From an optimization exercise on the open Yosys and OpenROAD flow, aimed at small area, a short achievable clock period and few clock cycles per item; shortcuts taken in it are not production practice. Function was checked by simulation only, so behaviour that the tests miss may differ from the original.

Setup of the reference run:
// ysyx_25030085_mc_core
module ysyx_25030085_mc_core #(
   parameter logic [31:0] RESET_PC = 32'h8000_0000,
   parameter int          NR_REGS  = 16
) (
   input  logic        clk,
   input  logic        rst,
   output logic        ifu_req_valid,
   input  logic        ifu_req_ready,
   output logic [31:0] ifu_req_addr,
   input  logic        ifu_rsp_valid,
   input  logic [31:0] ifu_rsp_inst,
   output logic [31:0] pc_out,
   output logic        commit_valid,
   output logic [31:0] commit_pc,
   output logic [4:0]  commit_rd,
   output logic [31:0] commit_wdata,
   output logic        halt,
   output logic        illegal
);
   localparam int AW = $clog2(NR_REGS);
   logic [31:0] r_pc;
   logic [31:1] r_pc_hi;    
   logic        r_busy;      
   logic        r_halt;
   logic        r_illegal;
   logic [31:0] r_gpr [1:NR_REGS-1];
   logic [NR_REGS-1:1] r_vld;
   logic [NR_REGS-1:0] w_wsel;    
   logic [31:0] w_rf [NR_REGS];   
   logic [NR_REGS-1:0] w_vld;
   logic [31:0] w_ir;
   logic [6:0]  w_op, w_f7;
   logic [4:0]  w_rd, w_rs1, w_rs2;
  ...
Size: about 2,200 cells after synthesis, about 530 flip-flops, about 170 I/O pins, ~27,000 µm² of cells after synthesis.
==> module ysyx_25030085_mc_core, before the edit <==
module ysyx_25030085_mc_core #(
   parameter logic [31:0] RESET_PC = 32'h8000_0000,
   parameter int          NR_REGS  = 16
) (
   input  logic        clk,
   input  logic        rst,
   output logic        ifu_req_valid,
   input  logic        ifu_req_ready,
   output logic [31:0] ifu_req_addr,
   input  logic        ifu_rsp_valid,
   input  logic [31:0] ifu_rsp_inst,
   output logic [31:0] pc_out,
   output logic        commit_valid,
   output logic [31:0] commit_pc,
   output logic [4:0]  commit_rd,
   output logic [31:0] commit_wdata,
   output logic        halt,
   output logic        illegal
);
   localparam int AW = $clog2(NR_REGS);
   logic [31:0] r_pc;
   logic [31:1] r_pc_hi;    
   logic        r_busy;      
   logic        r_halt;
   logic        r_illegal;
   logic [31:0] r_gpr [1:NR_REGS-1];
   logic [NR_REGS-1:1] r_vld;
   logic [NR_REGS-1:0] w_wsel;    
   logic [31:0] w_rf [NR_REGS];   
   logic [NR_REGS-1:0] w_vld;
   logic [31:0] w_ir;
   logic [6:0]  w_op, w_f7;
   logic [4:0]  w_rd, w_rs1, w_rs2;
   logic [2:0]  w_f3;
   logic [31:0] w_imm_i, w_imm_u, w_imm_j;
   logic        w_addi, w_addsub, w_lui, w_auipc, w_jal, w_jalr, w_ebreak;
   logic        w_badreg, w_legal, w_wen;
   logic [31:0] w_a, w_b, w_x, w_pc4, w_res, w_npc;
   logic        w_use_rs2, w_sub, w_use_pc;
   logic [31:0] w_bop;
   logic [32:0] w_sum;
   assign w_ir  = ifu_rsp_inst;
   assign w_op  = w_ir[6:0];
   assign w_rd  = w_ir[11:7];
   assign w_f3  = w_ir[14:12];
   assign w_rs1 = w_ir[19:15];
   assign w_rs2 = w_ir[24:20];
   assign w_f7  = w_ir[31:25];
   assign w_imm_i = {{20{w_ir[31]}}, w_ir[31:20]};
   assign w_imm_u = {w_ir[31:12], 12'b0};
   assign w_imm_j = {{12{w_ir[31]}}, w_ir[19:12],
                     w_ir[20], w_ir[30:21], 1'b0};
   assign w_addi   = (w_op == 7'h13) && (w_f3 == 3'd0);
   assign w_addsub = (w_op == 7'h33) && (w_f3 == 3'd0)
                     && (w_f7[6] == 1'b0) && (w_f7[4:0] == 5'd0);
   assign w_lui    = (w_op == 7'h37);
   assign w_auipc  = (w_op == 7'h17);
   assign w_jal    = (w_op == 7'h6f);
   assign w_jalr   = (w_op == 7'h67) && (w_f3 == 3'd0);
   assign w_ebreak = (w_ir == 32'h0010_0073);
   assign w_badreg = w_rd[4]
                   | ((w_addi | w_addsub | w_jalr) & w_rs1[4])
                   | (w_addsub & w_rs2[4]);
   assign w_legal  = (w_addi | w_addsub | w_lui | w_auipc
                     | w_jal | w_jalr | w_ebreak) & ~w_badreg;
   assign w_wen    = w_legal & (w_rd != 5'd0);
   assign w_use_pc  = w_ir[2] & (w_ir[3] | ~w_ir[5]);  
   assign w_use_rs2 = w_ir[5] & w_ir[4] & ~w_ir[2];  
   assign w_sub     = w_use_rs2 & w_ir[30];
   always_comb begin
      w_a = w_use_pc ? r_pc : '0;
      w_b = '0;
      for (int i = 1; i < NR_REGS; i++) begin
         w_a = w_a | (w_rf[i] & {32{!w_use_pc && w_vld[i]
                                    && w_rs1[AW-1:0] == AW'(i)}});
         w_b = w_b | (w_rf[i] & {32{w_vld[i] && w_rs2[AW-1:0] == AW'(i)}});
      end
   end
   always_comb begin
      if (w_use_rs2)               w_bop = w_b ^ {32{w_sub}};
      else if (w_use_pc)           w_bop = w_ir[3] ? w_imm_j : w_imm_u;
      else                         w_bop = w_imm_i;
   end
   assign w_sum = {w_a, 1'b1} + {w_bop, w_sub};
   assign w_x   = w_sum[32:1];
   assign r_pc  = {r_pc_hi, 1'b0};
   assign w_pc4 = r_pc + 32'd4;
   always_comb begin
      if (!w_ir[2])     w_res = w_x;         
      else if (w_ir[6]) w_res = w_pc4;       
      else if (w_ir[5]) w_res = w_imm_u;     
      else              w_res = w_x;         
      if (w_ir[2] & w_ir[6]) w_npc = {w_x[31:1], 1'b0};
      else                   w_npc = w_pc4;
   end
   always_comb begin
      if (ifu_rsp_valid) begin
         ifu_req_valid = !r_halt && w_legal && !w_ebreak;
         ifu_req_addr  = w_npc;
      end else begin
         ifu_req_valid = !r_halt && !r_busy;
         ifu_req_addr  = r_pc;
      end
      commit_valid = ifu_rsp_valid && w_legal;
      commit_pc    = r_pc;
      commit_rd    = w_rd;
      commit_wdata = (w_rd != 5'd0) ? w_res : 32'd0;
      halt         = r_halt;
      illegal      = r_illegal;
      pc_out       = r_pc;
   end
   always_ff @(posedge clk or negedge rst) begin
      if (!rst) begin
         r_pc_hi   <= RESET_PC[31:1];
         r_busy    <= 1'b0;
         r_halt    <= 1'b0;
         r_illegal <= 1'b0;
      end else begin
         if (ifu_req_valid && ifu_req_ready) r_busy <= 1'b1;
         else if (ifu_rsp_valid)             r_busy <= 1'b0;
         if (ifu_rsp_valid) begin
            if (!w_legal) begin
               r_halt    <= 1'b1;
               r_illegal <= 1'b1;
            end else if (w_ebreak) begin
               r_halt <= 1'b1;
            end else begin
               r_pc_hi <= w_npc[31:1];
            end
         end
      end
   end
   assign w_wsel[0] = 1'b0;
   assign w_vld[0]  = 1'b0;
   assign w_rf[0]   = '0;
   for (genvar i = 1; i < NR_REGS; i++) begin : g_gpr
      assign w_wsel[i] = ifu_rsp_valid && w_wen && (w_rd[AW-1:0] == AW'(i));
      always_ff @(posedge clk or negedge rst) begin
         if (!rst)           r_vld[i] <= 1'b0;
         else if (w_wsel[i]) r_vld[i] <= 1'b1;
      end
      always_ff @(posedge clk) begin
         if (w_wsel[i]) r_gpr[i] <= w_res;
      end
      assign w_vld[i] = r_vld[i];
      assign w_rf[i]  = r_gpr[i];
   end
endmodule
clock: 12.0 ns
lec_check: 0
cap_margin: 20
core_margin: 2
core_utilization: 55
setup_slack_margin: 3
slew_margin: 20
standard.sh (not shown) runs the stock make flow with config.mk's settings and CLKGATE_MAP_FILE= SYNTH_SCRIPT=/design/flow/synth_recipe.tcl, a recipe that flattens the netlist after the stock synthesis.
==> flow/flow/run.sh <==
#!/bin/bash
# The standard layout (the standard.sh, standard synthesis unchanged),
# with these changes to how the layout is made:
#  - clock tree: clkbuf_8 buffers in clusters of up to 10 sinks and no dummy
#    loads, so the tree needs fewer and smaller buffers;
#  - port buffers: every input and output port still gets its own buffer,
#    but it starts as buf_1 (timing repair resizes it where needed);
set -euo pipefail
ARGS=(
  CTS_ARGS="-sink_clustering_enable -repair_clock_nets -dont_use_dummy_load -buf_list sky130_fd_sc_hd__clkbuf_8 -sink_clustering_size 10 -sink_clustering_max_diameter 50"
  BUFFER_PORTS_ARGS="-buffer_cell sky130_fd_sc_hd__buf_1"
)
bash standard.sh "${ARGS[@]}" cts > flow_make_cts.log 2>&1
bash standard.sh "${ARGS[@]}" SETUP_SLACK_MARGIN=2.6 finish > flow_make_finish.log 2>&1
The reference run was carried through to the last stage, and its layout satisfied the timing, DRC and antenna checks.
Testbench counts of the reference run, summed over its fixed seeds: cycles 32,451, instrs 32,387.
Setup changes, the reference run to the trial run
--- a/flow/design.v
+++ b/flow/design.v
@@ -40,4 +40,6 @@
    logic [31:0] w_bop;
    logic [32:0] w_sum;
+   logic [31:0] w_oth;
+   logic        w_sel_x, w_jump;
    assign w_ir  = ifu_rsp_inst;
    assign w_op  = w_ir[6:0];
@@ -86,24 +88,23 @@
    assign r_pc  = {r_pc_hi, 1'b0};
    assign w_pc4 = r_pc + 32'd4;
+   assign w_sel_x = ~w_ir[2] | ~(w_ir[6] | w_ir[5]);
+   assign w_jump  = w_ir[2] & w_ir[6];
+   assign w_oth   = w_ir[6] ? w_pc4 : w_imm_u;
    always_comb begin
-      if (!w_ir[2])     w_res = w_x;         
-      else if (w_ir[6]) w_res = w_pc4;       
-      else if (w_ir[5]) w_res = w_imm_u;     
-      else              w_res = w_x;         
+      w_res = w_sel_x ? w_x : w_oth;
       if (w_ir[2] & w_ir[6]) w_npc = {w_x[31:1], 1'b0};
       else                   w_npc = w_pc4;
    end
    always_comb begin
-      if (ifu_rsp_valid) begin
-         ifu_req_valid = !r_halt && w_legal && !w_ebreak;
-         ifu_req_addr  = w_npc;
-      end else begin
-         ifu_req_valid = !r_halt && !r_busy;
-         ifu_req_addr  = r_pc;
-      end
+      if (ifu_rsp_valid) ifu_req_valid = !r_halt && w_legal && !w_ebreak;
+      else               ifu_req_valid = !r_halt && !r_busy;
+      ifu_req_addr = ({32{ifu_rsp_valid && w_jump}} & {w_x[31:1], 1'b0})
+                   | ({32{!(ifu_rsp_valid && w_jump)}}
+                      & (ifu_rsp_valid ? w_pc4 : r_pc));
       commit_valid = ifu_rsp_valid && w_legal;
       commit_pc    = r_pc;
       commit_rd    = w_rd;
-      commit_wdata = (w_rd != 5'd0) ? w_res : 32'd0;
+      commit_wdata = ({32{w_sel_x && w_rd != 5'd0}} & w_x)
+                   | ({32{!w_sel_x && w_rd != 5'd0}} & w_oth);
       halt         = r_halt;
       illegal      = r_illegal;
## What came out
In the trial run the post-layout instance count excluding filler cells turned out 20 higher than in the reference run. Initial antenna violation count for the trial run: 5 down relative to the reference run. The time the final worst path needs with I/O delays and setup in the trial run was lower than what the reference run gave. [compare] base=the reference run new=the trial run: total of plain and repair buffers excluding clock buffers went down by about 11%; share of layout cells above drive strength 1 fell by 2.8 points; global-route track usage on met3 shows a reduction of 3.8 points.
Testbench counts of the trial run, summed over its fixed seeds: cycles 32,451, instrs 32,387.

[afterwards: timing with drivers on the ports]
Ports are ideal in the flow. The routed layouts listed here were re-timed in OpenROAD.
Step 1 (the two cells are an assumption about what drives the block):
set clk [get_ports {clk}]
set_driving_cell -lib_cell sky130_fd_sc_hd__clkbuf_16 $clk
set_driving_cell -lib_cell sky130_fd_sc_hd__buf_2 [delete_from_list [all_inputs] $clk]
Step 2 adds t to the input delays and takes it off the output delays; t is the mean of the earliest and latest rising clock arrival at the registers after step 1. Input paths then give back, and output paths get back, about the clock's delay inside the block.
Three values: ideal, step 1, step 2; two values: the first two.
| run | t, ns | setup WS [ns] | worst data-port slew with drivers (ns) |
|---|---|---|---|
| the reference run | 0.736 | 2.618 / 2.586 / 2.586 | 0.07 |
| the trial run | 0.690 | 2.722 / 2.682 / 2.682 | 0.05 |
After both steps setup and hold are still met in every run listed. For the trial run, which loses most, drivers alone change the setup slack by -0.040 ns; drivers and shift together by -0.040 ns.
